Background: an optimization exercise with open tools, aiming at small area. Do not read the settings as production practice. Where RTL was checked, it was by simulation tests only, not by an equivalence proof against the original. Only the layout flow was run in run 1; the RTL was not checked for function there. No activity file was given, so power comes from the tool's default toggle rates.

==> design/flow/run.sh <==
#!/bin/bash
# synth_recipe.tcl (not shown) runs the flow's synth.tcl, then flattens the netlist and writes it again
# the make line also repeats each setting of config.mk as NAME=value (left out here)
make -C /OpenROAD-flow-scripts/flow DESIGN_CONFIG=/design/flow/config.mk WORK_HOME=/design/flow/orfs CLKGATE_MAP_FILE= SYNTH_SCRIPT=/design/flow/synth_recipe.tcl finish
==> design/flow/config.mk <==
export PLATFORM = sky130hd
export DESIGN_NAME = datapath
export DESIGN_NICKNAME = datapath
export VERILOG_FILES = /design/flow/design.v
export SDC_FILE = /design/flow/constraint.sdc
export NUM_CORES = 4
export LEC_CHECK = 0
export CAP_MARGIN = 20
export CORE_MARGIN = 2
export CORE_UTILIZATION = 40
export SLEW_MARGIN = 20
==> design/flow/design.v <==
`timescale 1ns/1ps
`default_nettype none
module selectEncode (
        input  logic [26:0]            ir,
        input  logic                   irValid,
        input  logic                   GRA,
        input  logic                   GRB,
        input  logic                   GRC,
        input  logic                   Rin,
        input  logic                   Rout,
        input  logic                   BAout,
        output logic [16-1:0]  rIn,
        output logic [16-1:0]  rOut
);
        logic [16-1:0] decA, decB, decC, selOneHot;
        always_comb begin
                for (int i = 0; i < 16; i++) begin
                        decA[i] = (irValid ? ir[26:23] : 4'd0) == i[3:0];
                        decB[i] = (irValid ? ir[22:19] : 4'd0) == i[3:0];
                        decC[i] = (irValid ? ir[18:15] : 4'd0) == i[3:0];
                end
        end
        assign selOneHot = ({16{GRA}} & decA) | ({16{GRB}} & decB) |
                           ({16{GRC}} & decC);
        assign rIn = selOneHot & {16{Rin}};
        always_comb begin
                rOut    = selOneHot & {16{Rout | BAout}};
                rOut[0] = selOneHot[0] & Rout & ~BAout;
        end
endmodule
`default_nettype wire
`timescale 1ns/1ps
`default_nettype none
module registerFile (
        input  logic                                   Clock,
        input  logic                                   arstN,
        input  logic [16-1:0]                  rIn,
        input  logic [32-1:0]                 busData,
        output logic [16-1:0][32-1:0] regWords,
        output logic [16-1:0]                  regValid
);
        logic [16-1:0][32-1:0] regs;
        always_ff @(posedge Clock) begin
                for (int i = 0; i < 16; i++) begin
                        if (rIn[i]) begin
                                regs[i] <= busData;
                        end
                end
        end
        always_ff @(posedge Clock or negedge arstN) begin
                if (!arstN) begin
                        regValid <= '0;
                end else begin
                        regValid <= regValid | rIn;
                end
        end
        assign regWords = regs;
endmodule
`default_nettype wire
`timescale 1ns/1ps
`default_nettype none
module aluUnit (
        input  logic                   Clock,
        input  logic                   arstN,
        input  logic                   Yin,
        input  logic                   Zin,
        input  logic                   IncPC,
        input  logic [4:0]             operation,
        input  logic [32-1:0] busData,
        output logic [32-1:0] zLowWord,
        output logic                   zHighBit,
        output logic                   zValid
);
        logic [32-1:0] yReg;
        logic                   yValid;
        logic [32-1:0] zLowReg;
        logic                   zHighReg;
        logic       useY, invB, carryIn, signHigh;
        logic       selSum, selAnd, selOr, selShr, selShl;
        logic [2:0] op3;
        assign op3      = operation[2:0];
        assign useY     = ~IncPC & ~operation[4];
        assign invB     = ~IncPC & (operation[4] | op3 == 3'b100);
        assign carryIn  = IncPC | (operation[4] ? ~operation[0] : op3 == 3'b100);
        assign signHigh = useY & (op3 == 3'b011 | op3 == 3'b100);
        assign selSum   = ~useY | op3 == 3'b011 | op3 == 3'b100;
        assign selAnd   = useY & op3 == 3'b101;
        assign selOr    = useY & op3 == 3'b110;
        assign selShr   = useY & op3 == 3'b111;
        assign selShl   = useY & op3 == 3'b001;
        logic [32-1:0] aWord, bWord;
        logic [32:0]   sumExt;
        logic [32-1:0] shrWord, shlWord;
        logic [32-1:0] result;
        logic                   signBit;
        assign aWord  = yReg & {32{useY & yValid}};
        assign bWord  = busData ^ {32{invB}};
        localparam int BlockBits = 8;
        localparam int Blocks    = 32 / BlockBits;
        logic [32:0]   rippleCarry;    
        logic [32-1:0] sum0;           
        logic [32-1:0] allOnes;        
        logic [Blocks:0]        blockCarry;     
        always_comb begin
                for (int i = 0; i < 32; i++) begin
                        logic cIn;
                        if (i == 0)                 cIn = carryIn;
                        else if (i % BlockBits == 0) cIn = 1'b0;
                        else                         cIn = rippleCarry[i];
                        sum0[i]          = aWord[i] ^ bWord[i] ^ cIn;
                        rippleCarry[i+1] = (aWord[i] & bWord[i]) | (cIn & (aWord[i] ^ bWord[i]));
                        if (i % BlockBits == 0) allOnes[i] = 1'b1;
                        else                    allOnes[i] = allOnes[i-1] & sum0[i-1];
                end
                blockCarry[0] = 1'b0;
                for (int k = 0; k < Blocks; k++) begin
                        int top;
                        top = (k + 1) * BlockBits - 1;
                        blockCarry[k+1] = rippleCarry[top+1] |
                                          (blockCarry[k] & allOnes[top] & sum0[top]);
                end
                for (int i = 0; i < 32; i++) begin
                        sumExt[i] = sum0[i] ^ (blockCarry[i / BlockBits] & allOnes[i]);
                end
                sumExt[32] = blockCarry[Blocks];
        end
        assign signBit = aWord[32-1] ^ bWord[32-1] ^ sumExt[32];
        logic [32-1:0] shiftIn, shiftOut;
        always_comb begin
                for (int i = 0; i < 32; i++) begin
                        shiftIn[i] = selShl ? aWord[32-1-i] : aWord[i];
                end
        end
        assign shiftOut = shiftIn >> busData[4:0];
        always_comb begin
                for (int i = 0; i < 32; i++) begin
                        shrWord[i] = shiftOut[i];
                        shlWord[i] = shiftOut[32-1-i];
                end
        end
        assign result = ({32{selSum}} & sumExt[32-1:0]) |
                        ({32{selAnd}} & (aWord & busData)) |
                        ({32{selOr}}  & (aWord | busData)) |
                        ({32{selShr}} & shrWord) |
                        ({32{selShl}} & shlWord);
        always_ff @(posedge Clock) begin
                if (Yin) yReg <= busData;
                if (Zin) begin
                        zLowReg  <= result;
                        zHighReg <= signHigh & signBit;
                end
        end
        always_ff @(posedge Clock or negedge arstN) begin
                if (!arstN) begin
                        yValid <= 1'b0;
                        zValid <= 1'b0;
                end else begin
                        if (Yin) yValid <= 1'b1;
                        if (Zin) zValid <= 1'b1;
                end
        end
        assign zLowWord = zLowReg;
        assign zHighBit = zHighReg;
endmodule
`default_nettype wire
`timescale 1ns/1ps
`default_nettype none
module specialRegs (
        input  logic                   Clock,
        input  logic                   arstN,
        input  logic                   PCin,
        input  logic                   IRin,
        input  logic                   MARin,
        input  logic                   MDRin,
        input  logic                   Read,
        input  logic [32-1:0] memDataIn,
        input  logic [32-1:0] busData,
        output logic [26:0]            ir,
        output logic [32-1:0] marData,
        output logic [32-1:0] pcWord,
        output logic [32-1:0] mdrWord,
        output logic                   pcValid,
        output logic                   irValid,
        output logic                   mdrValid
);
        logic [32-1:0] pcReg;
        logic [26:0]            irReg;
        logic [32-1:0] marReg;
        logic [32-1:0] mdrReg;
        always_ff @(posedge Clock) begin
                if (PCin) pcReg <= busData;
                if (IRin) irReg <= busData[26:0];
                if (Read) mdrReg <= memDataIn;
                else if (MDRin) mdrReg <= busData;
        end
        always_ff @(posedge Clock or negedge arstN) begin
                if (!arstN) begin
                        marReg   <= '0;
                        pcValid  <= 1'b0;
                        irValid  <= 1'b0;
                        mdrValid <= 1'b0;
                end else begin
                        if (MARin) marReg <= busData;
                        if (PCin) pcValid <= 1'b1;
                        if (IRin) irValid <= 1'b1;
                        if (Read | MDRin) mdrValid <= 1'b1;
                end
        end
        assign ir      = irReg;
        assign marData = marReg;
        assign pcWord  = pcReg;
        assign mdrWord = mdrReg;
endmodule
`default_nettype wire
`timescale 1ns/1ps
`default_nettype none
module busEncoder (
        input  logic [16-1:0][32-1:0] regWords,
        input  logic [16-1:0]                  rOut,
        input  logic [32-1:0]                 pcWord,
        input  logic [32-1:0]                 mdrWord,
        input  logic [32-1:0]                 zLowWord,
        input  logic                                   zHighBit,
        input  logic [18:0]                            constC,
        input  logic                                   pcSel,
        input  logic                                   mdrSel,
        input  logic                                   zLowSel,
        input  logic                                   zHighSel,
        input  logic                                   cSel,
        output logic [32-1:0]                 busData
);
        logic [32-1:0] cWord;
        assign cWord = {{(32 - 19){constC[18]}}, constC};
        always_comb begin
                busData = ({32{pcSel}} & pcWord) |
                          ({32{mdrSel}} & mdrWord) |
                          ({32{zLowSel}} & zLowWord) |
                          ({32{zHighSel & zHighBit}}) |
                          ({32{cSel}} & cWord);
                for (int i = 0; i < 16; i++) begin
                        busData = busData | ({32{rOut[i]}} & regWords[i]);
                end
        end
endmodule
`default_nettype wire
`timescale 1ns/1ps
`default_nettype none
module datapath (
        input  logic                   Clock,
        input  logic                   arstN,
        input  logic                   PCout,
        input  logic                   Zlowout,
        input  logic                   ZHighout,
        input  logic                   MDRout,
        input  logic                   Cout,
        input  logic                   MARin,
        input  logic                   Zin,
        input  logic                   PCin,
        input  logic                   MDRin,
        input  logic                   IRin,
        input  logic                   Yin,
        input  logic                   IncPC,
        input  logic                   Read,
        input  logic                   GRA,
        input  logic                   GRB,
        input  logic                   GRC,
        input  logic                   Rin,
        input  logic                   Rout,
        input  logic                   BAout,
        input  logic [4:0]             operation,
        input  logic [32-1:0] memDataIn,
        output logic [32-1:0] busData,
        output logic [32-1:0] marData
);
        logic [26:0]                            irWord;
        logic [16-1:0]                  rIn;
        logic [16-1:0]                  rOut;
        logic [16-1:0][32-1:0] regWords;
        logic [16-1:0]                  regValid;
        logic [32-1:0]                 pcWord;
        logic [32-1:0]                 mdrWord;
        logic [32-1:0]                 zLowWord;
        logic                                   zHighBit;
        logic                                   pcValid, irValid, mdrValid, zValid;
        logic [32-1:0]                 busWord;    
        assign busData = busWord;
        selectEncode selectEncode_inst (
                .ir(irWord), .irValid(irValid), .GRA(GRA), .GRB(GRB), .GRC(GRC),
                .Rin(Rin), .Rout(Rout), .BAout(BAout), .rIn(rIn), .rOut(rOut)
        );
        registerFile registerFile_inst (
                .Clock(Clock), .arstN(arstN), .rIn(rIn), .busData(busWord),
                .regWords(regWords), .regValid(regValid)
        );
        aluUnit aluUnit_inst (
                .Clock(Clock), .arstN(arstN), .Yin(Yin), .Zin(Zin), .IncPC(IncPC),
                .operation(operation), .busData(busWord), .zLowWord(zLowWord),
                .zHighBit(zHighBit), .zValid(zValid)
        );
        specialRegs specialRegs_inst (
                .Clock(Clock), .arstN(arstN), .PCin(PCin), .IRin(IRin), .MARin(MARin),
                .MDRin(MDRin), .Read(Read), .memDataIn(memDataIn), .busData(busWord),
                .ir(irWord), .marData(marData), .pcWord(pcWord), .mdrWord(mdrWord),
                .pcValid(pcValid), .irValid(irValid), .mdrValid(mdrValid)
        );
        busEncoder busEncoder_inst (
                .regWords(regWords), .rOut(rOut & regValid), .pcWord(pcWord),
                .mdrWord(mdrWord), .zLowWord(zLowWord), .zHighBit(zHighBit),
                .constC(irWord[18:0]),
                .pcSel(PCout & pcValid), .mdrSel(MDRout & mdrValid),
                .zLowSel(Zlowout & zValid), .zHighSel(ZHighout & zValid),
                .cSel(Cout & irValid), .busData(busWord)
        );
endmodule
`default_nettype wire
==> design/flow/constraint.sdc <==
create_clock -name core_clock -period 10.0 [get_ports {Clock}]
set_input_delay 2.0000 -clock core_clock [delete_from_list [all_inputs] [get_ports {Clock}]]
set_output_delay 2.0000 -clock core_clock [all_outputs]
set_load 0.01 [all_outputs]
==> reports/summary.txt, run 1 <==
Status - complete, no violations
Cell mode on critical path - fa_2
Post-synth EDFFs - 668
Max-slew violations - 0
Rows - 103
Post-Syn Area - 31900 µm²
Initial Util - 40.4%
MaxCap Viol Count - 0
Root Buffer - clkbuf_16
Slew @ Worst Pin - 1.11 ns
Die Ht - 286 µm
Die area - 82000 µm²
Worst Hold End - specialRegs_inst.pcValid
Iter 0 DRT Violations - 3168
Met3 wire length - 11.3 mm
Final Critical Period - 9.87 ns
Mapped Avg Cell Area - 14.4 µm²
Slew HR - 25.9%
DP Wirelength - 83.5 mm
Pwr Total - 0.00756 W
Reg-to-reg endpoint - aluUnit_inst.zLowReg[31]
Reg2reg start - specialRegs_inst.irValid
Chip width - 286 µm
Post-DR wirelength/cell - 34.5 µm
Pleak - 12.8 nW
FF+latch count, synth - 721
Antenna violations before repair - 5
Post-Route WL - 126 mm
CTS Hold Buffers Added - 0
CP Capture Type - flip-flop
Final Hold Viols - 0
CTS clk-pin slew, worst paths - 0.06 ns
Slowest stage delay, CP - 0.37 ns
CP required - 10.37 ns
Setup violators final - 0
Hold path depth - 1
Post-synth ARST share - 7.35%
Post-route cell area - 38800 µm²
Vias in the first global route - 22500
Worst hold-check path type - reg -> reg
DRT met1 WL - 51.5 mm
# DRC - 0
Skew-Pair Late Insertion Delay - 0.65 ns
Fin cells - 3641
H-Tree Depth - 3
Max clock buf depth - 3
Critical setup path kind - in -> reg
Uppermost routed layer - met5
Met2 wire length - 58.3 mm
Vias - 23300
Largest net degree at the start of global routing - 54
I/O Pins - 122
CP max-delay cell - fa_2
GRT overflow - 0
Commonest cells after routing, fill and taps aside - edfxtp_1 (668), buf_4 (238), nand2_1 (200)
Clock sinks - 721
Share of cells above drive strength 1 - 21.9%
Vias per inst - 6.41
First-pass GRT wire length - 176 mm
RSZ-0062 raised after global routing - true
Netlist cell types - 81
Top_reg_cell synth - edfxtp_1
Core box area - 79000 µm²
Inst Count DP - 3492
Routed Antenna Nets - 0
Global-route usage over all layers - 30.5%
Final nets - 2626
HP Start - specialRegs_inst.pcValid
Dpl cell area - 36000 µm²
R2R Setup Slk - 0.90 ns
Syn-to-layout area delta - 21.6%
CTS tree - yes
Crit share post-route - 98.7%
I/O Buffers - 120
Syn Inst Count - 2222
TritonCTS buffer count - 76
F_max - 101 MHz
Clock Skews - 0.0438 ns
Crit-path max FO - 4
Drt first pass iters - 7
Synthesized Nets - 2319
Synth Warn # - 5
CP Launch Type - input port
Placer Congestion - 0.956
R2R depth - 37
Power Dens Cells - 195 nW/µm²
Crit path DAT - 10.24 ns
Register area share after synthesis - 67.0%
Peak supply drop - 0.000124 V
Commonest non-fill, non-tap cell in the layout - edfxtp_1
==> timing repair <==
| action | in CTS | in global routing |
|---|---|---|
| pin swaps | 13 | 14 |
| setup buffers | 5 | 2 |
| setup endpoints to repair | 10 | 6 |
| resized for setup | 23 | 36 |
| cloned | 2 | 0 |
==> worst max path at each step <==
| stage | slack, ns | to | start |
|---|---|---|---|
| floorplan | 0.005 | aluUnit_inst.zLowReg[31] | BAout |
| global placement | -1.18 | aluUnit_inst.zLowReg[31] | GRB |
| finish | 0.13 | aluUnit_inst.zLowReg[31] | GRB |
| global route | -0.06 | aluUnit_inst.zLowReg[31] | Zlowout |
| detailed placement | -1.22 | aluUnit_inst.zLowReg[31] | GRB |
| CTS | 0.0001 | aluUnit_inst.zLowReg[31] | GRA |
==> cells by family after synthesis <==
group                      share of synthesized area [%]
muxes                                               4.21
buffers and inverters                               2.09
and+or+nand+nor                                     7.91
adders and majority gates                           2.21
DFF                                                 67.0
xor gates and xnor gates                            1.37
AOI/OAI and AO/OA                                   15.2
==> worst max-delay path, delay by kind of cell <==
kind / cells / cell delay [ns]
xor+xnor: 1 / 0.13
buf+inv: 3 / 0.36
simple gates: 17 / 2.66
fa+ha+maj: 11 / 3.51
compound gates: 6 / 1.57
==> layout make-up <==
cell class,count,area (µm²)
clock inverters,46,528
repair buffers,370,3160
fillers,6711,40200
clock buffers,92,1960
inverters,24,92.6
multi-input cells,1336,10300
flip-flops and latches,721,21400
diodes,2,5.00
well taps,1050,1310
==> synth_stat cells (7+ instances only) <==
cell	instances	share of area, %
edfxtp_1	668	63
nand2_1	200	2.4
a22oi_1	143	3.4
clkbuf_1	102	1.2
a221oi_1	86	2.4
mux2_2	74	2.6
a22o_1	68	1.9
nor2_1	66	0.78
dfrtp_1	53	4.2
a21oi_1	51	0.80
nand4_1	51	1.0
mux2i_1	47	1.5
xnor2_1	39	1.1
nand3_1	36	0.56
a222oi_1	35	1.1
and3_1	33	0.65
o22ai_1	32	0.63
a211o_1	31	0.85
o21ai_0	31	0.49
fa_1	29	1.8
or2_2	26	0.51
buf_1	23	0.27
a221o_1	20	0.63
a21o_1	19	0.45
inv_1	19	0.22
nor3_1	18	0.28
o211ai_1	15	0.35
buf_2	14	0.22
nor2b_1	13	0.25
o221ai_1	11	0.30
xor2_1	11	0.30
and2_1	10	0.20
ha_1	10	0.39
o211a_1	10	0.31
o21a_1	10	0.24
or3_1	10	0.20
nand2b_1	8	0.16
a211oi_1	7	0.16
==> metal layers <==
metal,vias up,global-route usage [%]
met1,12200,42.5
met2,1315,48.2
li1,9655,-
met5,-,0
met4,2,10.7
met3,189,5.16
==> state kept, by name, summed over array words and instances, names as in the netlist <==
name	count
registerFile_inst.regValid	16
specialRegs_inst.mdrReg	32
specialRegs_inst.marReg	32
specialRegs_inst.irValid	1
registerFile_inst.regs	512
specialRegs_inst.irReg	27
aluUnit_inst.zValid	1
aluUnit_inst.zHighReg	1
specialRegs_inst.mdrValid	1
aluUnit_inst.yReg	32
aluUnit_inst.yValid	1
specialRegs_inst.pcReg	32
specialRegs_inst.pcValid	1
aluUnit_inst.zLowReg	32
==> metrics by stage <==
stage	worst slack, ns	hold slack (ns)	setup TNS (ns)	utilization [%]
6_report	0.132	0.463	0	49.1
2_1_floorplan	0.00473	0.425	0	-
3_3_place_gp	-1.18	0.440	-10.69	45.6
5_1_grt	-0.0593	0.475	-0.0593	49.1
4_1_cts	0.000100	0.459	0	48.9
3_5_place_dp	-1.22	0.441	-11.06	45.6
==> power by group <==
part | internal [W] | switching, W
registers | 0.00344 | 0.0000663
clock network | 0.00158 | 0.00123
logic | 0.000481 | 0.000751
==> run 2, diff against run 1 <==
--- a/design/flow/design.v
+++ b/design/flow/design.v
@@ -101,3 +101,5 @@
         logic [32-1:0] sum0;           
-        logic [32-1:0] allOnes;        
+        logic [32-1:0] incMask;        
+        logic [Blocks-1:0]      blockOut;       
+        logic [Blocks-1:0]      blockOnes;      
         logic [Blocks:0]        blockCarry;     
@@ -106,3 +108,3 @@
                         logic cIn;
-                        if (i == 0)                 cIn = carryIn;
+                        if (i == 0)                  cIn = carryIn;
                         else if (i % BlockBits == 0) cIn = 1'b0;
@@ -111,14 +113,23 @@
                         rippleCarry[i+1] = (aWord[i] & bWord[i]) | (cIn & (aWord[i] ^ bWord[i]));
-                        if (i % BlockBits == 0) allOnes[i] = 1'b1;
-                        else                    allOnes[i] = allOnes[i-1] & sum0[i-1];
                 end
-                blockCarry[0] = 1'b0;
+                for (int i = 0; i < 32; i++) begin
+                        incMask[i] = 1'b1;
+                        for (int j = (i / BlockBits) * BlockBits; j < i; j++) begin
+                                incMask[i] = incMask[i] & sum0[j];
+                        end
+                end
                 for (int k = 0; k < Blocks; k++) begin
-                        int top;
-                        top = (k + 1) * BlockBits - 1;
-                        blockCarry[k+1] = rippleCarry[top+1] |
-                                          (blockCarry[k] & allOnes[top] & sum0[top]);
+                        blockOut[k]  = rippleCarry[(k + 1) * BlockBits];
+                        blockOnes[k] = &sum0[k * BlockBits +: BlockBits];
                 end
+                blockCarry[0] = 1'b0;
+                blockCarry[1] = blockOut[0];
+                blockCarry[2] = blockOut[1] | (blockOnes[1] & blockOut[0]);
+                blockCarry[3] = blockOut[2] | (blockOnes[2] & blockOut[1]) |
+                                (blockOnes[2] & blockOnes[1] & blockOut[0]);
+                blockCarry[4] = blockOut[3] | (blockOnes[3] & blockOut[2]) |
+                                (blockOnes[3] & blockOnes[2] & blockOut[1]) |
+                                (blockOnes[3] & blockOnes[2] & blockOnes[1] & blockOut[0]);
                 for (int i = 0; i < 32; i++) begin
-                        sumExt[i] = sum0[i] ^ (blockCarry[i / BlockBits] & allOnes[i]);
+                        sumExt[i] = sum0[i] ^ (blockCarry[i / BlockBits] & incMask[i]);
                 end
==> reports/summary.txt, run 2 <==
Peak supply drop - 0.000140 V (+13%)
F_max - 103 MHz (+1.6%)
CP Launch Type - input port
CP Capture Type - flip-flop
CTS clk-pin slew, worst paths - 0.06 ns (about the same)
Dpl ws - -0.836 ns (+0.382 ns)
CP required - 10.35 ns (-0.02 ns)
FF+latch count, synth - 721 (unchanged)
Share of cells above drive strength 1 - 20.1% (-1.8 points)
Area contributors post-synth - edfxtp_1 (64%), dfrtp_1 (4.2%), a22oi_1 (4.0%)
# DRC - 0 (unchanged)
Post-synth ARST share - 7.35% (unchanged)
Final nets - 2613 (-0.50%)
RSZ-0062 raised after global routing - false
Top_reg_cell synth - edfxtp_1
Synth top cells by count - edfxtp_1 (668), nand2_1 (208), a22oi_1 (167)
Final Critical Period - 9.71 ns (-0.157 ns)
Max-slew violations - 0 (unchanged)
Routed Antenna Nets - 0 (unchanged)
Root Buffer - clkbuf_16
Core Util, Final - 49.3% (+0.21 points)
Register area share after synthesis - 68.0% (+0.95 points)
Filler cell count in the final layout - 6623 (-1.3%)
Mapped Avg Cell Area - 14.3 µm² (-0.51%)
Slew HR - 22.3% (-3.6 points)
Die area - 80900 µm² (-1.4%)
Worst hold-check path type - reg -> reg
DP Wirelength - 82.8 mm (-0.79%)
Die Ht - 284 µm (-0.69%)
Largest net degree at the start of global routing - 61 (+13%)
Syn Inst Count - 2202 (-0.90%)
H-Tree Depth - 3 (unchanged)
Global-route usage over all layers - 30.0% (-0.45 points)
Skew-Pair Late Insertion Delay - 0.66 ns (about the same)
Synth Warn # - 5 (unchanged)
Rows - 102 (-0.97%)
Post-DR wirelength/cell - 33.9 µm (-1.8%)
Commonest non-fill, non-tap cell in the layout - edfxtp_1
CTS Hold Buffers Added - 0 (unchanged)
Placer Congestion - 0.982 (+2.7%)
Clock sinks - 721 (unchanged)
First-pass GRT wire length - 172 mm (-2.6%)
Crit share post-route - 97.1% (-1.6 points)
Vias - 22700 (-2.8%)
Slew @ Worst Pin - 1.16 ns (+0.0502 ns)
Commonest cells after routing, fill and taps aside - edfxtp_1 (668), buf_4 (240), nand2_1 (207)
Synth area leader - edfxtp_1
Final Hold Viols - 0 (unchanged)
Setup violators final - 0 (unchanged)
Synthesized Nets - 2296 (-0.99%)
Vias in the first global route - 22400 (-0.41%)
Largest Register - registerFile_inst.regs
Vias per inst - 6.26 (-2.2%)
Syn-to-layout area delta - 21.8%
Drt first pass iters - 6 (-1)
Post-synth EDFFs - 668 (unchanged)
MaxCap Viol Count - 0 (unchanged)
Pleak - 12.4 nW (-3.6%)
GRT overflow - 0 (unchanged)
Chip width - 284 µm (-0.69%)
Core box area - 77700 µm² (-1.6%)
Post-Route WL - 123 mm (-2.4%)
I/O Buffers - 120 (unchanged)
Iter 0 DRT Violations - 2936 (-7.3%)
Multi-input logic area - 9860 µm² (-4.7%)
Top-count cell post-synth - edfxtp_1
Post-route cell area - 38300 µm² (-1.2%)
Dpl cell area - 35700 µm² (-1.0%)
Initial Util - 40.5% (+0.088 points)
Power Dens Cells - 196 nW/µm² (+0.41%)
I/O Pins - 122 (unchanged)
FF/Latch Area - 21400 µm² (unchanged)
Worst Setup Slack, final - 0.289 ns (+0.157 ns)
Post-Syn Area - 31500 µm² (-1.4%)
Share of the synthesized area in the top cell type - 63.8% (+0.90 points)
Max clock buf depth - 3 (unchanged)
Clock Skews - 0.0432 ns (-0.000557 ns)
Netlist cell types - 82 (+1.2%)
Status - complete, no violations
CTS tree - yes
Crit-path max FO - 18 (+14)
Crit path DAT - 10.07 ns (-0.17 ns)
Largest register FFs - 512 (unchanged)
Antenna violations before repair - 12 (+7)
TritonCTS buffer count - 77 (+1.3%)
Critical setup path kind - in -> reg
-- run 2: path summary, 6_finish.rpt --
path	startpoint	to	slack, ns	cells past startpoint
setup / recovery	GRB	aluUnit_inst.zLowReg[31]	0.29	28
hold / removal	specialRegs_inst.pcValid	specialRegs_inst.pcValid	0.46	1
hold reg to reg	specialRegs_inst.pcValid	specialRegs_inst.pcValid	0.46	1
setup reg to reg	specialRegs_inst.irValid	aluUnit_inst.zLowReg[31]	1.60	27
min in group asynchronous	arstN	specialRegs_inst.marReg[11]	1.29	1
max in group asynchronous	arstN	registerFile_inst.regValid[3]	7.66	2
-- run 2: timing repair --
| action | in CTS | in global routing |
|---|---|---|
| buffers inserted | 1 | 1 |
| gates resized for setup | 1 | 10 |
| pin swaps | 1 | 1 |
| setup endpoints to repair | 6 | 12 |
| gates cloned | 0 | 0 |
-- run 2: worst max-delay path, cell delays in order --
cell and delay, ns:
clkdlybuf4s50_1 0.56, nor4bb_2 0.44, a222oi_1 0.17, buf_4 0.17, buf_4 0.15, nor2_4 0.12
buf_4 0.14, buf_4 0.27, buf_4 0.40, a22oi_1 0.14, and4_1 0.22, nand3_1 0.23
xnor2_1 0.13, ha_1 0.23, fa_1 0.46, fa_1 0.46, fa_1 0.49, fa_1 0.46
fa_1 0.47, fa_1 0.47, fa_1 0.57, a31o_2 0.17, and3_2 0.24, nand4_1 0.19
buf_4 0.19, nor3_1 0.17, xor2_1 0.19, o221ai_1 0.16
-- run 2: stage by stage --
step	cells	setup TNS, ns	hold WS [ns]	total power, W
final	3621	0	0.464	0.00750
after global routing	3620	0	0.494	0.00770
after CTS	3619	0	0.470	0.00751
after detailed placement	3478	-9.15	0.451	0.00464
after global placement	3478	-7.53	0.442	0.00463
after floorplan	2202	0	0.425	0.00407
-- run 2: cells by family after synthesis --
family | after synthesis | share of synthesized area [%]
compound gates | 589 | 14.2
xor+xnor | 53 | 1.48
fa+ha+maj | 36 | 2.12
buf+inv | 159 | 1.98
flops | 721 | 68.0
mux | 121 | 4.22
simple gates | 523 | 8.02
-- run 2: report_power, final --
part	switching [W]	leakage [nW]	internal [W]	total, W
sequential	0.0000590	6.15	0.00344	0.00350
combinational	0.000694	5.00	0.000411	0.00111
clock	0.00126	1.23	0.00164	0.00289
-- run 2: routing by layer --
metal  GRT usage, %  up-vias  wire (µm)
met5              0        -         13
met4           10.7        2       4550
met3           5.59      216      11500
met2           48.4     1268      57700
met1           40.7    11700      49000
li1               -     9503          -
-- run 2: final cells by class --
cell class                 count  share of cell area (%)
antenna                        1                 0.00653
clock buffer                  93                    5.32
clock inverter                47                    1.42
inverter                      33                   0.323
multi-input combinational   1322                    25.7
sequential                   721                    55.8
tap                         1040                    3.40
timing repair buffer         364                    8.02
==> run 3, diff against run 2 <==
==> design/flow/flow/run.sh (new file) <==
#!/bin/bash
# Layout flow: the standard flow with smaller port buffers and a clock
# tree built without dummy loads. Synthesis is the standard one, unchanged.
set -euo pipefail
cd "$(dirname "$0")/.."

# Standard synthesis, unchanged
bash standard.sh synth > flow_synth.log 2>&1

# Floorplan through final layout with the changed placement and CTS options
bash standard.sh \
  'BUFFER_PORTS_ARGS=-buffer_cell sky130_fd_sc_hd__buf_1' \
  'CTS_ARGS=-sink_clustering_enable -repair_clock_nets -dont_use_dummy_load -sink_clustering_size 20 -buf_list {sky130_fd_sc_hd__clkbuf_8 sky130_fd_sc_hd__clkbuf_16}' \
  finish > flow_layout.log 2>&1
==> design/flow/standard.sh (new file) <==
#!/bin/bash
# synth_recipe.tcl (not shown) runs the flow's synth.tcl, then flattens the netlist and writes it again
# the make line also repeats each setting of config.mk as NAME=value (left out here)
make -C /OpenROAD-flow-scripts/flow DESIGN_CONFIG=/design/flow/config.mk WORK_HOME=/design/flow/orfs CLKGATE_MAP_FILE= SYNTH_SCRIPT=/design/flow/synth_recipe.tcl "${@:-finish}"
removed: design/flow/run.sh
==> reports/summary.txt, run 3 <==
F_max - 104 MHz (+0.94%)
TritonCTS buffer count - 76 (-1.3%)
Routed Antenna Nets - 0 (unchanged)
Slew @ Worst Pin - 1.08 ns (-0.0761 ns)
Synth Area in Simple Gates - 8.02% (unchanged)
Post-DR wirelength/cell - 34.7 µm (+2.3%)
I/O Buffers - 120 (unchanged)
Post-Syn Area - 31500 µm² (unchanged)
Mapped Avg Cell Area - 14.3 µm² (unchanged)
R2R Setup Slk - 1.29 ns (-0.31 ns)
Worst Setup Slack, final - 0.380 ns (+0.0909 ns)
Power Dens Cells - 190 nW/µm² (-3.0%)
CP Capture Type - flip-flop
Crit share post-route - 96.2% (-0.91 points)
Drt first pass iters - 6 (unchanged)
Vias per inst - 6.44 (+2.9%)
Reg2reg start - specialRegs_inst.irReg[17]
Pwr Total - 0.00695 W (-7.3%)
Reg-to-reg endpoint - aluUnit_inst.zLowReg[27]
Chip width - 284 µm (unchanged)
Dpl ws - -0.168 ns (+0.668 ns)
Pleak - 11.6 nW (-6.3%)
H-Tree Depth - 3 (unchanged)
HP Start - specialRegs_inst.mdrValid
Die Ht - 284 µm (unchanged)
Post-Route WL - 122 mm (-0.28%)
Top-count cell post-synth - edfxtp_1
I/O Pins - 122 (unchanged)
Iter 0 DRT Violations - 3163 (+7.7%)
Hold path depth - 1 (unchanged)
Synthesized Nets - 2296 (unchanged)
Rows - 102 (unchanged)
Placer Congestion - 0.976 (-0.62%)
Family with the most delay on the worst path - compound AO/OA/AOI/OAI gates
Vias in the first global route - 22000 (-1.6%)
Largest register FFs - 512 (unchanged)
XOR/XNOR share of the synthesized area - 1.48% (unchanged)
Synth Area in Adders - 2.12% (unchanged)
Largest net degree at the start of global routing - 55 (-9.8%)
Largest Register - registerFile_inst.regs
CTS tree - yes
Slew HR - 27.7% (+5.4 points)
Antenna violations before repair - 2 (-10)
Global-route usage over all layers - 29.9% (-0.10 points)
R2R depth - 32 (+19%)
Peak supply drop - 0.000125 V (-11%)
DP Wirelength - 82.8 mm (about the same)
Worst Hold End - specialRegs_inst.mdrValid
Final Critical Period - 9.62 ns (-0.0909 ns)
Skew-Pair Late Insertion Delay - 0.65 ns (about the same)
Share of cells above drive strength 1 - 18.2% (-2.0 points)
CP max-delay cell - a2111oi_0
Die area - 80900 µm² (unchanged)
# DRC - 0 (unchanged)
Final Hold Viols - 0 (unchanged)
Register area share after synthesis - 68.0% (unchanged)
Gr busiest metal - met2
Critical setup path kind - in -> reg
MaxCap Viol Count - 0 (unchanged)
Max clock buf depth - 3 (unchanged)
CTS clk-pin slew, worst paths - 0.06 ns (about the same)
WP buf/inv - 8 (+1)
Commonest non-fill, non-tap cell in the layout - edfxtp_1
Inst Count DP - 3452 (-0.75%)
Max-slew violations - 0 (unchanged)
Compound-cell area share of the yosys netlist - 14.2% (unchanged)
Core box area - 77700 µm² (unchanged)
Crit-path max FO - 6 (-12)
Met3 Use GR - 6.16% (+0.57 points)
Initial Util - 40.5% (unchanged)
Diode count - 0 (-1)
Vias - 22700 (+0.25%)
Setup violators final - 0 (unchanged)
Post-synth EDFFs - 668 (unchanged)
Syn Inst Count - 2202 (unchanged)
Top_reg_cell synth - edfxtp_1
Netlist cell types - 82 (unchanged)
Worst hold-check path type - reg -> reg
Root Buffer - clkbuf_16
Synth top cells by count - edfxtp_1 (668), nand2_1 (208), a22oi_1 (167)
Final nets - 2585 (-1.1%)
Synth Warn # - 5 (unchanged)
Fin cells - 3529 (-2.5%)
Met2 Resource Use GR - 48.5% (about the same)
Post-synth ARST share - 7.35% (unchanged)
Commonest cells after routing, fill and taps aside - edfxtp_1 (668), buf_4 (216), nand2_1 (208)
Mux contribution to synthesized area - 4.22% (unchanged)
RSZ-0062 raised after global routing - false
Crit path DAT - 9.93 ns (-0.14 ns)
Area contributors post-synth - edfxtp_1 (64%), dfrtp_1 (4.2%), a22oi_1 (4.0%)
Cell mode on critical path - fa_1
Largest family of logic cells by synthesized area - compound AO/OA/AOI/OAI gates
FF+latch count, synth - 721 (unchanged)
First-pass GRT wire length - 170 mm (-0.69%)
GRT overflow - 0 (unchanged)
Status - complete, no violations
Clock sinks - 721 (unchanged)
CP required - 10.32 ns (-0.03 ns)
Met1 usage - 39.9% (-0.76 points)
Share of the synthesized area in the top cell type - 63.8% (unchanged)
Synth area leader - edfxtp_1
Clock Skews - 0.0864 ns (+0.0432 ns)
Slowest stage delay, CP - 0.81 ns (+0.24 ns)
Syn-to-layout area delta - 16.4%
Core Util, Final - 47.1% (-2.2 points)
CP Launch Type - input port
[run 3: worst max path at each step]
stage	end	from	slack [ns]	cells past startpoint
2_1_floorplan	aluUnit_inst.zHighReg	BAout	0.02	29
3_3_place_gp	aluUnit_inst.zLowReg[27]	GRA	-0.15	32
3_5_place_dp	aluUnit_inst.zLowReg[31]	GRA	-0.17	29
4_1_cts	aluUnit_inst.zLowReg[26]	GRA	0.43	30
5_1_grt	aluUnit_inst.zLowReg[27]	GRA	0.06	33
6_report	aluUnit_inst.zLowReg[27]	GRA	0.38	32
[run 3: kinds of logic after synthesis]
logic type	after synthesis
xor gates and xnor gates	53
DFF	721
adders and majority gates	36
buffers and inverters	159
AOI/OAI and AO/OA	589
and+or+nand+nor	523
muxes	121
[run 3: metrics by stage]
stage,hold WS [ns],TNS (ns),area [µm²]
final,0.454,0,36600
after global routing,0.476,0,36600
after CTS,0.458,0,36600
after detailed placement,0.445,-1.09,34700
after global placement,0.443,-0.705,34700
after floorplan,0.425,0,31500
[run 3: repair_timing]
| action | in CTS | in global routing |
|---|---|---|
| gates resized for setup | 0 | 2 |
| setup buffers | 0 | 1 |
| endpoints found under the hold margin | 0 | 0 |
| hold buffers | 0 | 0 |
| endpoints found under the setup margin | 0 | 7 |
[run 3: final cells by class]
class	instances	area, µm²
clock buffers	76	1900
fillers	6821	41100
inverters	33	124
multi-input cells	1322	9830
flip-flops and latches	721	21400
well taps	1040	1300
repair buffers	337	2090
[run 3: power breakdown]
group | switching [W] | total, W | internal, W
Sequential | 0.0000577 | 0.00350 | 0.00344
Clock | 0.00107 | 0.00240 | 0.00133
Combinational | 0.000692 | 0.00105 | 0.000357
[run 3: metal layers]
layer  vias to the layer above  part of all wire (%)
met5                         -                     0
met4                         0                   3.6
met3                       204                    10
met2                      1451                    47
met1                     11700                    39
li1                       9376                     -
==> run 4, diff against run 3 <==
==> design/flow/flow/run.sh (replaced) <==
#!/bin/bash
# Layout flow: the standard flow (standard.sh) with two changes after
# synthesis, which is the standard one, unchanged:
#  - port buffers use sky130_fd_sc_hd__buf_1 (every port still gets a buffer)
#  - the clock tree uses clkbuf_8 leaf clusters of up to 16 sinks and no
#    dummy loads
# Each step's output goes to its own log file here; ORFS keeps its own logs
# under orfs/logs.
set -euo pipefail
cd "$(dirname "$0")/.."

bash standard.sh synth > flow_synth.log 2>&1

bash standard.sh \
  'BUFFER_PORTS_ARGS=-buffer_cell sky130_fd_sc_hd__buf_1' \
  'CTS_ARGS=-sink_clustering_enable -repair_clock_nets -dont_use_dummy_load -sink_clustering_size 16 -sink_clustering_max_diameter 100 -buf_list {sky130_fd_sc_hd__clkbuf_8}' \
  finish > flow_layout.log 2>&1
==> reports/summary.txt, run 4 <==
Area contributors post-synth - edfxtp_1 (64%), dfrtp_1 (4.2%), a22oi_1 (4.0%)
Largest net degree at the start of global routing - 55 (unchanged)
Max-slew violations - 0 (unchanged)
Pleak - 11.0 nW (-4.9%)
Register area share after synthesis - 68.0% (unchanged)
Slew @ Worst Pin - 1.10 ns (+0.0181 ns)
Clock sinks - 721 (unchanged)
WP buf/inv - 6 (-2)
Cell mode on critical path - fa_1
Worst hold-check path type - reg -> reg
Combinational share of power - 17.7% (+2.6 points)
Crit-path max FO - 5 (-1)
CP Launch Type - input port
Syn Inst Count - 2202 (unchanged)
Post-DR wirelength/cell - 34.8 µm (+0.31%)
Top_reg_cell synth - edfxtp_1
Psw - 0.00168 W (-7.9%)
Post-synth ARST share - 7.35% (unchanged)
Vias in the first global route - 21800 (-1.0%)
GRT overflow - 0 (unchanged)
Post-CTS sizing - 0 (unchanged)
Reg power frac - 58.9% (+8.5 points)
Clock Skews - 0.0536 ns (-0.0328 ns)
CTS tree - yes
Peak supply drop - 0.000119 V (-4.2%)
CTS clk-pin slew, worst paths - 0.10 ns (+0.04 ns)
Synthesized Nets - 2296 (unchanged)
CP Capture Type - flip-flop
Fin cells - 3507 (-0.62%)
Setup violators final - 0 (unchanged)
Chip width - 284 µm (unchanged)
Final Critical Period - 9.58 ns (-0.0391 ns)
Drt first pass iters - 8 (+2)
Share of cells above drive strength 1 - 17.3% (-0.87 points)
Global-route usage over all layers - 29.7% (-0.21 points)
Commonest non-fill, non-tap cell in the layout - edfxtp_1
Largest register FFs - 512 (unchanged)
Commonest cells after routing, fill and taps aside - edfxtp_1 (668), buf_4 (215), nand2_1 (208)
Family with the most delay on the worst path - adder cells
DP Wirelength - 82.8 mm (unchanged)
Synth Warn # - 5 (unchanged)
F_max - 104 MHz (+0.41%)
Int Pwr - 0.00426 W (-17%)
H-Tree Depth - 2 (-1)
Core box area - 77700 µm² (unchanged)
Rows - 102 (unchanged)
Root Buffer - clkbuf_8
Antenna violations before repair - 5 (+3)
I/O Buffers - 120 (unchanged)
Routed Antenna Nets - 0 (unchanged)
Synth top cells by count - edfxtp_1 (668), nand2_1 (208), a22oi_1 (167)
RSZ-0062 raised after global routing - false
Sw Share - 28.2% (+2.1 points)
Pwr Total - 0.00593 W (-15%)
Status - complete, no violations
Crit share post-route - 95.8% (-0.39 points)
Vias - 22500 (-0.92%)
I/O Pins - 122 (unchanged)
Vias per inst - 6.42 (-0.30%)
Die Ht - 284 µm (unchanged)
Post-Route WL - 122 mm (-0.31%)
Power Dens Cells - 167 nW/µm² (-12%)
Core Util, Final - 45.6% (-1.5 points)
Largest Register - registerFile_inst.regs
Iter 0 DRT Violations - 2987 (-5.6%)
Die area - 80900 µm² (unchanged)
First-pass GRT wire length - 170 mm (-0.33%)
Skew-Pair Late Insertion Delay - 0.71 ns (+0.06 ns)
Synth area leader - edfxtp_1
Inst Count DP - 3452 (unchanged)
Slew HR - 26.5% (-1.2 points)
Reg2reg start - specialRegs_inst.irReg[17]
Top-count cell post-synth - edfxtp_1
HP Start - specialRegs_inst.mdrValid
Netlist cell types - 82 (unchanged)
Mapped Avg Cell Area - 14.3 µm² (unchanged)
CP max-delay cell - fa_1
Post-synth EDFFs - 668 (unchanged)
Max clock buf depth - 3 (unchanged)
MaxCap Viol Count - 0 (unchanged)
Final hold slack - 0.466 ns (+0.0124 ns)
Share of the synthesized area in the top cell type - 63.8% (unchanged)
CTS Hold Buffers Added - 0 (unchanged)
Post-Syn Area - 31500 µm² (unchanged)
Initial Util - 40.5% (unchanged)
TritonCTS buffer count - 52 (-32%)
Syn-to-layout area delta - 12.6%
FF+latch count, synth - 721 (unchanged)
Critical setup path kind - in -> reg
# Post-CTS Setup Buffers - 0 (unchanged)
Placer Congestion - 0.976 (unchanged)
# DRC - 0 (unchanged)
Final nets - 2560 (-0.97%)
Launch point of the worst path - GRB
Final Hold Viols - 0 (unchanged)
Crit path DAT - 9.99 ns (+0.06 ns)
Slowest stage delay, CP - 0.52 ns (-0.29 ns)
CP required - 10.41 ns (+0.09 ns)
Final setup TNS - 0 ns (unchanged)
Part of the power in the clock network - 23.4% (-11 points)
run 4: stage by stage:
step	setup WS (ns)	area [µm²]
floorplan	0.0186	31500
finish	0.419	35400
CTS	0.565	35400
global route	0.0214	35400
detailed placement	-0.168	34700
global placement	-0.150	34700
run 4: final timing paths:
check,endpoint,slack [ns],cells past startpoint
hold / removal,specialRegs_inst.mdrValid,0.47,1
min in group asynchronous,specialRegs_inst.marReg[21],1.23,1
setup / recovery,aluUnit_inst.zLowReg[27],0.42,32
max in group asynchronous,specialRegs_inst.marReg[13],7.59,2
setup reg to reg,aluUnit_inst.zLowReg[27],1.19,31
hold reg to reg,specialRegs_inst.mdrValid,0.47,1
run 4: cell type report:
type,instances,area (µm²)
antenna,3,7.51
clock buffer,52,716
fill,6939,42300
inverter,33,124
multi-input combinational,1322,9820
sequential,721,21400
tap,1040,1300
timing repair buffer,336,2080
run 4: layer usage:
metal,GRT usage (%),wire length [µm],vias to the layer above
li1,-,-,9298
met4,10.5,4880,0
met5,0,0,-
met3,5.26,11900,230
met2,48.3,57500,1381
met1,40.1,47800,11600
run 4: cell families (layout without fill, tap and decap cells):
group / after synthesis / count (layout) / share of synthesized area (%)
compound gates: 589 / 589 / 14.2
xor+xnor: 53 / 53 / 1.48
fa+ha+maj: 36 / 36 / 2.12
buf+inv: 159 / 421 / 1.98
flops: 721 / 721 / 68.0
mux: 121 / 121 / 4.22
other cells: 0 / 3 / 0
simple gates: 523 / 523 / 8.02
run 4: power by group through the flow:
| stage | clock, W | sequential [W] | combinational [W] |
|---|---|---|---|
| after floorplan | 0 | 0.00354 | 0.000533 |
| after global placement | 0 | 0.00356 | 0.00102 |
| after detailed placement | 0 | 0.00356 | 0.00103 |
| after CTS | 0.00140 | 0.00349 | 0.00103 |
| after global routing | 0.00150 | 0.00350 | 0.00110 |
| final | 0.00139 | 0.00349 | 0.00105 |
run 4: worst reg2reg max path, delay by kind of cell (launching register included):
| kind | cells | cell delay [ns] |
|---|---|---|
| flip-flops | 1 | 0.57 |
| adder cells (fa/ha/maj) | 8 | 3.58 |
| buffers and inverters | 5 | 0.70 |
| AO/OA/AOI/OAI | 7 | 1.79 |
| AND/OR/NAND/NOR | 9 | 1.57 |
| XOR/XNOR | 2 | 0.31 |
==> run 5, diff against run 4 <==
--- a/design/flow/design.v
+++ b/design/flow/design.v
@@ -97,3 +97,3 @@
         assign bWord  = busData ^ {32{invB}};
-        localparam int BlockBits = 8;
+        localparam int BlockBits = 4;
         localparam int Blocks    = 32 / BlockBits;
@@ -102,4 +102,4 @@
         logic [32-1:0] incMask;        
-        logic [Blocks-1:0]      blockOut;       
-        logic [Blocks-1:0]      blockOnes;      
+        logic [Blocks-1:0]      blockGen;       
+        logic [Blocks-1:0]      blockProp;      
         logic [Blocks:0]        blockCarry;     
@@ -121,13 +121,24 @@
                 for (int k = 0; k < Blocks; k++) begin
-                        blockOut[k]  = rippleCarry[(k + 1) * BlockBits];
-                        blockOnes[k] = &sum0[k * BlockBits +: BlockBits];
+                        blockGen[k]  = rippleCarry[(k + 1) * BlockBits];
+                        blockProp[k] = &sum0[k * BlockBits +: BlockBits];
                 end
-                blockCarry[0] = 1'b0;
-                blockCarry[1] = blockOut[0];
-                blockCarry[2] = blockOut[1] | (blockOnes[1] & blockOut[0]);
-                blockCarry[3] = blockOut[2] | (blockOnes[2] & blockOut[1]) |
-                                (blockOnes[2] & blockOnes[1] & blockOut[0]);
-                blockCarry[4] = blockOut[3] | (blockOnes[3] & blockOut[2]) |
-                                (blockOnes[3] & blockOnes[2] & blockOut[1]) |
-                                (blockOnes[3] & blockOnes[2] & blockOnes[1] & blockOut[0]);
+        end
+        localparam int Levels = $clog2(Blocks);
+        logic [Levels:0][Blocks-1:0] prefixGen, prefixProp;
+        always_comb begin
+                prefixGen[0]  = blockGen;
+                prefixProp[0] = blockProp;
+                for (int l = 0; l < Levels; l++) begin
+                        for (int k = 0; k < Blocks; k++) begin
+                                if (k >= (1 << l)) begin
+                                        prefixGen[l+1][k]  = prefixGen[l][k] |
+                                                             (prefixProp[l][k] & prefixGen[l][k - (1 << l)]);
+                                        prefixProp[l+1][k] = prefixProp[l][k] & prefixProp[l][k - (1 << l)];
+                                end else begin
+                                        prefixGen[l+1][k]  = prefixGen[l][k];
+                                        prefixProp[l+1][k] = prefixProp[l][k];
+                                end
+                        end
+                end
+                blockCarry = {prefixGen[Levels], 1'b0};
                 for (int i = 0; i < 32; i++) begin
==> reports/summary.txt, run 5 <==
Final setup TNS - 0 ns (unchanged)
Core Util, Final - 44.6% (-0.95 points)
Clock Skews - 0.0862 ns (+0.0326 ns)
Syn Inst Count - 2153 (-2.2%)
Met3 Use GR - 4.37% (-0.90 points)
I/O Buffers - 120 (unchanged)
H-Tree Depth - 2 (unchanged)
Synth Warn # - 5 (unchanged)
Vias - 21600 (-4.0%)
RSZ-0062 raised after global routing - false
Commonest non-fill, non-tap cell in the layout - edfxtp_1
Syn-to-layout area delta - 10.3%
Mapped Avg Cell Area - 14.6 µm² (+2.3%)
FF/Latch Area - 21400 µm² (unchanged)
Crit path DAT - 9.03 ns (-0.96 ns)
Synth area leader - edfxtp_1
CTS tree - yes
GRT overflow - 0 (unchanged)
Skew-Pair Late Insertion Delay - 0.72 ns (about the same)
Commonest cells after routing, fill and taps aside - edfxtp_1 (668), nand2_1 (169), a22oi_1 (142)
Gr busiest metal - met2
Post-synth EDFFs - 668 (unchanged)
MaxCap Viol Count - 0 (unchanged)
Worst hold-check path type - reg -> reg
Root Buffer - clkbuf_8
Reg2reg start - specialRegs_inst.irValid
Setup violators final - 0 (unchanged)
Area contributors post-synth - edfxtp_1 (64%), dfrtp_1 (4.2%), a22oi_1 (3.4%)
Max clock buf depth - 3 (unchanged)
Post-DR wirelength/cell - 34.0 µm (-2.3%)
Crit share post-route - 86.5% (-9.3 points)
Peak supply drop - 0.000117 V (-1.8%)
R2R Setup Slk - 2.17 ns (+0.98 ns)
I/O Pins - 122 (unchanged)
Iter 0 DRT Violations - 2896 (-3.0%)
TritonCTS buffer count - 52 (unchanged)
CP max-delay cell - a2111oi_0
Global-route usage over all layers - 27.9% (-1.8 points)
CP Capture Type - flip-flop
Routed Antenna Nets - 0 (unchanged)
Slowest stage delay, CP - 0.62 ns (+0.10 ns)
Register area share after synthesis - 68.0% (about the same)
Top_reg_cell synth - edfxtp_1
Rows - 102 (unchanged)
Share of cells above drive strength 1 - 14.5% (-2.8 points)
Initial Util - 40.5% (about the same)
CP Launch Type - input port
F_max - 116 MHz (+11%)
Max-slew violations - 0 (unchanged)
Reg-to-reg endpoint - aluUnit_inst.zLowReg[29]
First-pass GRT wire length - 161 mm (-5.4%)
Launch point of the worst path - GRA
Post-synth ARST share - 7.35% (unchanged)
Share of the synthesized area in the top cell type - 63.8% (about the same)
Post-CTS sizing - 0 (unchanged)
Power Dens Cells - 169 nW/µm² (+0.91%)
DP Wirelength - 74.6 mm (-9.9%)
Largest Register - registerFile_inst.regs
Post-Route WL - 115 mm (-6.2%)
Core box area - 77700 µm² (unchanged)
R2R depth - 29 (-6.5%)
Final Hold Viols - 0 (unchanged)
Final Critical Period - 8.65 ns (-0.933 ns)
Antenna violations before repair - 4 (-1)
Largest net degree at the start of global routing - 59 (+7.3%)
Largest register FFs - 512 (unchanged)
Vias per inst - 6.42 (-0.12%)
Multi-input logic area - 9760 µm² (-0.55%)
CTS Hold Buffers Added - 0 (unchanged)
Filler cell count in the final layout - 6974 (+0.50%)
FF+latch count, synth - 721 (unchanged)
# DRC - 0 (unchanged)
Drt first pass iters - 8 (unchanged)
Slew @ Worst Pin - 1.14 ns (+0.0359 ns)
Met2 Resource Use GR - 45.3% (-3.0 points)
Post-Syn Area - 31500 µm² (about the same)
Crit-path max FO - 7 (+2)
Netlist cell types - 74 (-9.8%)
# Post-CTS Setup Buffers - 0 (unchanged)
Final nets - 2423 (-5.4%)
Top-count cell post-synth - edfxtp_1
Die Ht - 284 µm (about the same)
Chip width - 284 µm (about the same)
Placer Congestion - 0.974 (-0.14%)
Status - complete, no violations
Critical setup path kind - in -> reg
Pleak - 10.9 nW (-1.5%)
Vias in the first global route - 20900 (-4.0%)
Pwr Total - 0.00586 W (-1.2%)
Met1 usage - 38.6% (-1.5 points)
Setup crit end - aluUnit_inst.zLowReg[29]
CTS clk-pin slew, worst paths - 0.10 ns (about the same)
Die area - 80900 µm² (about the same)
Slew HR - 24.1% (-2.4 points)
Synth top cells by count - edfxtp_1 (668), nand2_1 (169), a22oi_1 (142)
CP required - 10.39 ns (-0.02 ns)
Clock sinks - 721 (unchanged)
Synthesized Nets - 2251 (-2.0%)
==> run 5: cell count changes after synthesis, sizes merged, moves of 19 or more <==
cell   delta
a22o     +34
nor2     -25
a211o    +24
a22oi    -26
nand3    -19
nand2    -39
==> run 5: routing by layer <==
metal	vias to the layer above	wire length, µm
met4	0	3840
met1	11200	46500
met5	-	0
met3	165	10100
met2	1217	54000
li1	8983	-
==> run 5: how the worst min path moves through the flow <==
stage / start / end / slack [ns] / cells after the start
3_3_place_gp: specialRegs_inst.mdrValid / specialRegs_inst.mdrValid / 0.44 / 1
2_1_floorplan: specialRegs_inst.mdrValid / specialRegs_inst.mdrValid / 0.42 / 1
6_report: specialRegs_inst.mdrValid / specialRegs_inst.mdrValid / 0.48 / 1
3_5_place_dp: specialRegs_inst.mdrValid / specialRegs_inst.mdrValid / 0.46 / 1
4_1_cts: specialRegs_inst.pcValid / specialRegs_inst.pcValid / 0.48 / 1
5_1_grt: specialRegs_inst.pcValid / specialRegs_inst.pcValid / 0.49 / 1
==> run 5: area by class of cell <==
type / instances / share of cell area, %
antenna: 6 / 0.0433
tap: 1040 / 3.75
timing repair buffer: 245 / 4.06
multi-input combinational: 1277 / 28.1
sequential: 721 / 61.6
inverter: 28 / 0.303
clock buffer: 52 / 2.06
==> run 5: through the flow <==
step | instance area (µm²) | hold WS (ns) | setup WS, ns | cells
after floorplan | 31500 | 0.425 | 1.30 | 2153
after global placement | 34000 | 0.441 | 0.759 | 3311
after detailed placement | 34000 | 0.455 | 0.730 | 3311
after CTS | 34700 | 0.478 | 1.40 | 3363
after global routing | 34700 | 0.495 | 0.876 | 3364
final | 34700 | 0.479 | 1.35 | 3369
==> run 5: report_power, final <==
part           leakage [nW]  internal (W)  switching (W)  total, W
Combinational          4.34      0.000334       0.000659  0.000993
Sequential             6.14       0.00344      0.0000522   0.00349
Clock                 0.374      0.000465       0.000915   0.00138
Total                  10.9       0.00424        0.00163   0.00586
==> run 5: kinds of logic (layout without fill, tap and decap cells) <==
kind of cell    Yosys count  after routing  synth area share [%]
flops                   721            721                  68.0
compound gates          603            603                  14.6
simple gates            455            455                  7.38
buf+inv                 155            325                  1.90
mux                     127            127                  4.51
xor+xnor                 52             52                  1.45
fa+ha+maj                40             40                  2.19
other cells               0              6                     0
==> run 5: worst max-delay path: cells and delay by family <==
| family | cells | cell delay [ns] |
|---|---|---|
| fa+ha+maj | 5 | 1.85 |
| simple gates | 4 | 0.97 |
| xor+xnor | 2 | 0.28 |
| buf+inv | 6 | 0.89 |
| compound gates | 13 | 3.02 |
==> run 6, diff against run 5 <==
==> design/flow/flow/run.sh (replaced) <==
#!/bin/bash
# Layout flow: the standard flow (standard.sh) with two changes after
# synthesis, which is the standard one, unchanged:
#  - port buffers use sky130_fd_sc_hd__buf_1 (every port still gets a buffer)
#  - the clock tree uses clkbuf_8 leaf clusters of up to 16 sinks within 60 um and no
#    dummy loads
# Each step's output goes to its own log file here; ORFS keeps its own logs
# under orfs/logs.
set -euo pipefail
cd "$(dirname "$0")/.."

bash standard.sh synth > flow_synth.log 2>&1

bash standard.sh \
  'BUFFER_PORTS_ARGS=-buffer_cell sky130_fd_sc_hd__buf_1' \
  'CTS_ARGS=-sink_clustering_enable -repair_clock_nets -dont_use_dummy_load -sink_clustering_size 16 -sink_clustering_max_diameter 60 -buf_list {sky130_fd_sc_hd__clkbuf_8}' \
  finish > flow_layout.log 2>&1
==> reports/summary.txt, run 6 <==
CP required - 10.35 ns (-0.04 ns)
Slew @ Worst Pin - 1.10 ns (-0.0411 ns)
Share of cells above drive strength 1 - 14.7% (+0.22 points)
Rows - 102 (unchanged)
Synth Warn # - 5 (unchanged)
I/O Pins - 122 (unchanged)
Synth top cells by count - edfxtp_1 (668), nand2_1 (169), a22oi_1 (142)
MaxCap Viol Count - 0 (unchanged)
F_max - 115 MHz (-0.43%)
Area contributors post-synth - edfxtp_1 (64%), dfrtp_1 (4.2%), a22oi_1 (3.4%)
Syn-to-layout area delta - 10.5%
Core box area - 77700 µm² (unchanged)
Final Hold Viols - 0 (unchanged)
Synth area leader - edfxtp_1
Crit path DAT - 9.04 ns (about the same)
Slowest stage delay, CP - 0.68 ns (+0.06 ns)
Reg-to-reg endpoint - aluUnit_inst.zLowReg[29]
Largest register FFs - 512 (unchanged)
Clock sinks - 721 (unchanged)
GRT overflow - 0 (unchanged)
Pleak - 10.9 nW (+0.40%)
Post-synth ARST share - 7.35% (unchanged)
Initial Util - 40.5% (unchanged)
Commonest non-fill, non-tap cell in the layout - edfxtp_1
Slew HR - 26.8% (+2.7 points)
Register area share after synthesis - 68.0% (unchanged)
Reg power frac - 58.9% (-0.6 points)
Syn Inst Count - 2153 (unchanged)
H-Tree Depth - 2 (unchanged)
FF+latch count, synth - 721 (unchanged)
Commonest cells after routing, fill and taps aside - edfxtp_1 (668), nand2_1 (169), a22oi_1 (142)
Mapped Avg Cell Area - 14.6 µm² (unchanged)
Die Ht - 284 µm (unchanged)
I/O Buffers - 120 (unchanged)
Netlist cell types - 74 (unchanged)
Final hold slack - 0.467 ns (-0.0115 ns)
Worst hold-check path type - reg -> reg
# DRC - 0 (unchanged)
CTS tree - yes
R2R depth - 29 (unchanged)
Crit-path max FO - 7 (unchanged)
Die area - 80900 µm² (unchanged)
Setup violators final - 0 (unchanged)
# Post-CTS Setup Buffers - 0 (unchanged)
Critical setup path kind - in -> reg
Skew-Pair Late Insertion Delay - 0.75 ns (+0.03 ns)
Largest net degree at the start of global routing - 59 (unchanged)
Clock Skews - 0.140 ns (+0.0543 ns)
Top-count cell post-synth - edfxtp_1
R2R Setup Slk - 2.11 ns (-0.06 ns)
CP Capture Type - flip-flop
Dpl ws - 0.730 ns (unchanged)
Crit share post-route - 86.9% (+0.38 points)
Share of the synthesized area in the top cell type - 63.8% (unchanged)
CP Launch Type - input port
Core Util, Final - 44.7% (+0.097 points)
Psw - 0.00164 W (+0.62%)
Part of the power in the clock network - 24.3% (+0.8 points)
Status - complete, no violations
Root Buffer - clkbuf_8
Int Pwr - 0.00429 W (+1.2%)
Final setup TNS - 0 ns (unchanged)
Max clock buf depth - 3 (unchanged)
Synthesized Nets - 2251 (unchanged)
TritonCTS buffer count - 58 (+12%)
Post-Route WL - 115 mm (about the same)
Drt first pass iters - 9 (+1)
Final nets - 2429 (+0.25%)
Routed Antenna Nets - 0 (unchanged)
Post-CTS sizing - 0 (unchanged)
Power Dens Cells - 170 nW/µm² (+0.80%)
Vias in the first global route - 20900 (+0.11%)
Post-synth EDFFs - 668 (unchanged)
Final Critical Period - 8.69 ns (+0.0378 ns)
CP max-delay cell - a2111oi_0
DP Wirelength - 74.6 mm (unchanged)
Setup crit end - aluUnit_inst.zLowReg[29]
CTS clk-pin slew, worst paths - 0.06 ns (-0.04 ns)
Antenna violations before repair - 7 (+3)
RSZ-0062 raised after global routing - false
Vias per inst - 6.42 (about the same)
Post-DR wirelength/cell - 34.0 µm (about the same)
Max-slew violations - 0 (unchanged)
Sw Share - 27.6% (-0.11 points)
Vias - 21600 (+0.11%)
Launch point of the worst path - GRA
Peak supply drop - 0.000123 V (+5.1%)
Chip width - 284 µm (unchanged)
Largest Register - registerFile_inst.regs
Top_reg_cell synth - edfxtp_1
Post-Syn Area - 31500 µm² (unchanged)
Worst Setup Slack, final - 1.31 ns (-0.0378 ns)
Reg2reg start - specialRegs_inst.irReg[17]
Global-route usage over all layers - 27.9% (+0.060 points)
CTS Hold Buffers Added - 0 (unchanged)
Placer Congestion - 0.974 (unchanged)
Combinational share of power - 16.8% (about the same)
First-pass GRT wire length - 161 mm (+0.14%)
Iter 0 DRT Violations - 2875 (-0.73%)
## run 6: power groups by stage
stage                     combinational (W)  sequential (W)  clock [W]
final                              0.000993         0.00349    0.00144
after global routing                0.00105         0.00350    0.00156
after CTS                          0.000978         0.00349    0.00146
after detailed placement           0.000974         0.00356          0
after global placement             0.000969         0.00355          0
after floorplan                    0.000542         0.00354          0
## run 6: layer usage
metal,up-vias,global-route usage (%),share of wire (%)
met2,1197,45.4,47
met1,11300,38.8,40
met4,0,8.58,3.3
met3,171,4.34,9.0
li1,8991,-,-
met5,-,0,0
## run 6: through the flow
step / cells / power, W / instance area (µm²)
6_report: 3372 / 0.00592 / 34800
5_1_grt: 3370 / 0.00611 / 34800
4_1_cts: 3369 / 0.00593 / 34800
3_5_place_dp: 3311 / 0.00453 / 34000
3_3_place_gp: 3311 / 0.00452 / 34000
2_1_floorplan: 2153 / 0.00408 / 31500
## run 6: worst min path at each step
stage,from,end,depth (start not counted)
6_report,registerFile_inst.regValid[8],registerFile_inst.regValid[8],1
5_1_grt,registerFile_inst.regValid[1],registerFile_inst.regValid[1],1
4_1_cts,specialRegs_inst.pcValid,specialRegs_inst.pcValid,1
3_5_place_dp,specialRegs_inst.mdrValid,specialRegs_inst.mdrValid,1
3_3_place_gp,specialRegs_inst.mdrValid,specialRegs_inst.mdrValid,1
2_1_floorplan,specialRegs_inst.mdrValid,specialRegs_inst.mdrValid,1
## run 6: cell type report
type	instances	area (µm²)
Antenna cell	3	7.51
Tap cell	1040	1300
Clock buffer	58	798
Sequential cell	721	21400
Multi-Input combinational cell	1277	9760
Timing Repair Buffer	245	1410
Inverter	28	105
Fill cell	6967	43000
## run 6: worst max-delay path: cells and delay by family
family / cells / cell delay (ns)
AOI/OAI and AO/OA: 13 / 3.09
adders and majority gates: 5 / 1.85
and+or+nand+nor: 4 / 0.91
xor gates and xnor gates: 2 / 0.27
buffers and inverters: 6 / 0.90
## run 6: cells by family after synthesis
group           share of synthesized area (%)
xor+xnor                                 1.45
buf+inv                                  1.90
fa+ha+maj                                2.19
simple gates                             7.38
compound gates                           14.6
flops                                    68.0
mux                                      4.51

==> static timing again, ports no longer ideal <==
The flow's constraints put no driver on any port. The routed layouts listed below were extracted and timed again, unchanged, in two steps. Step 1 sets driving cells, clkbuf_16 on the clock port and buf_2 on the other inputs (assumed; they add their load-dependent delay and slew). Step 2, shift: input delay + t, output delay - t, t = (earliest + latest rising clock arrival at the registers) / 2. This alone moves slack from input paths to output paths. a / b / c = ideal ports / drivers / drivers and shift; a / b = the first two.
run	t (ns)	setup slack, ns	worst setup path at the end	pins driven straight from the clock port
run 1	0.698	0.132 / 0.177 / -0.521	input to register	1
run 2	0.708	0.289 / 0.333 / -0.375	input to register	1
run 3	0.665	0.380 / 0.422 / -0.243	input to register	1
run 4	0.750	0.419 / 0.455 / -0.295	input to register	1
run 5	0.744	1.352 / 1.362 / 0.618	input to register	1
run 6	0.742	1.314 / 1.325 / 0.584	input to register	1
With both steps, setup timing fails in run 1, run 2, run 3 and run 4, where it was met with ideal ports. The setup slack of run 5, which loses most, moves by +0.010 ns with the drivers and by -0.734 ns with both steps.
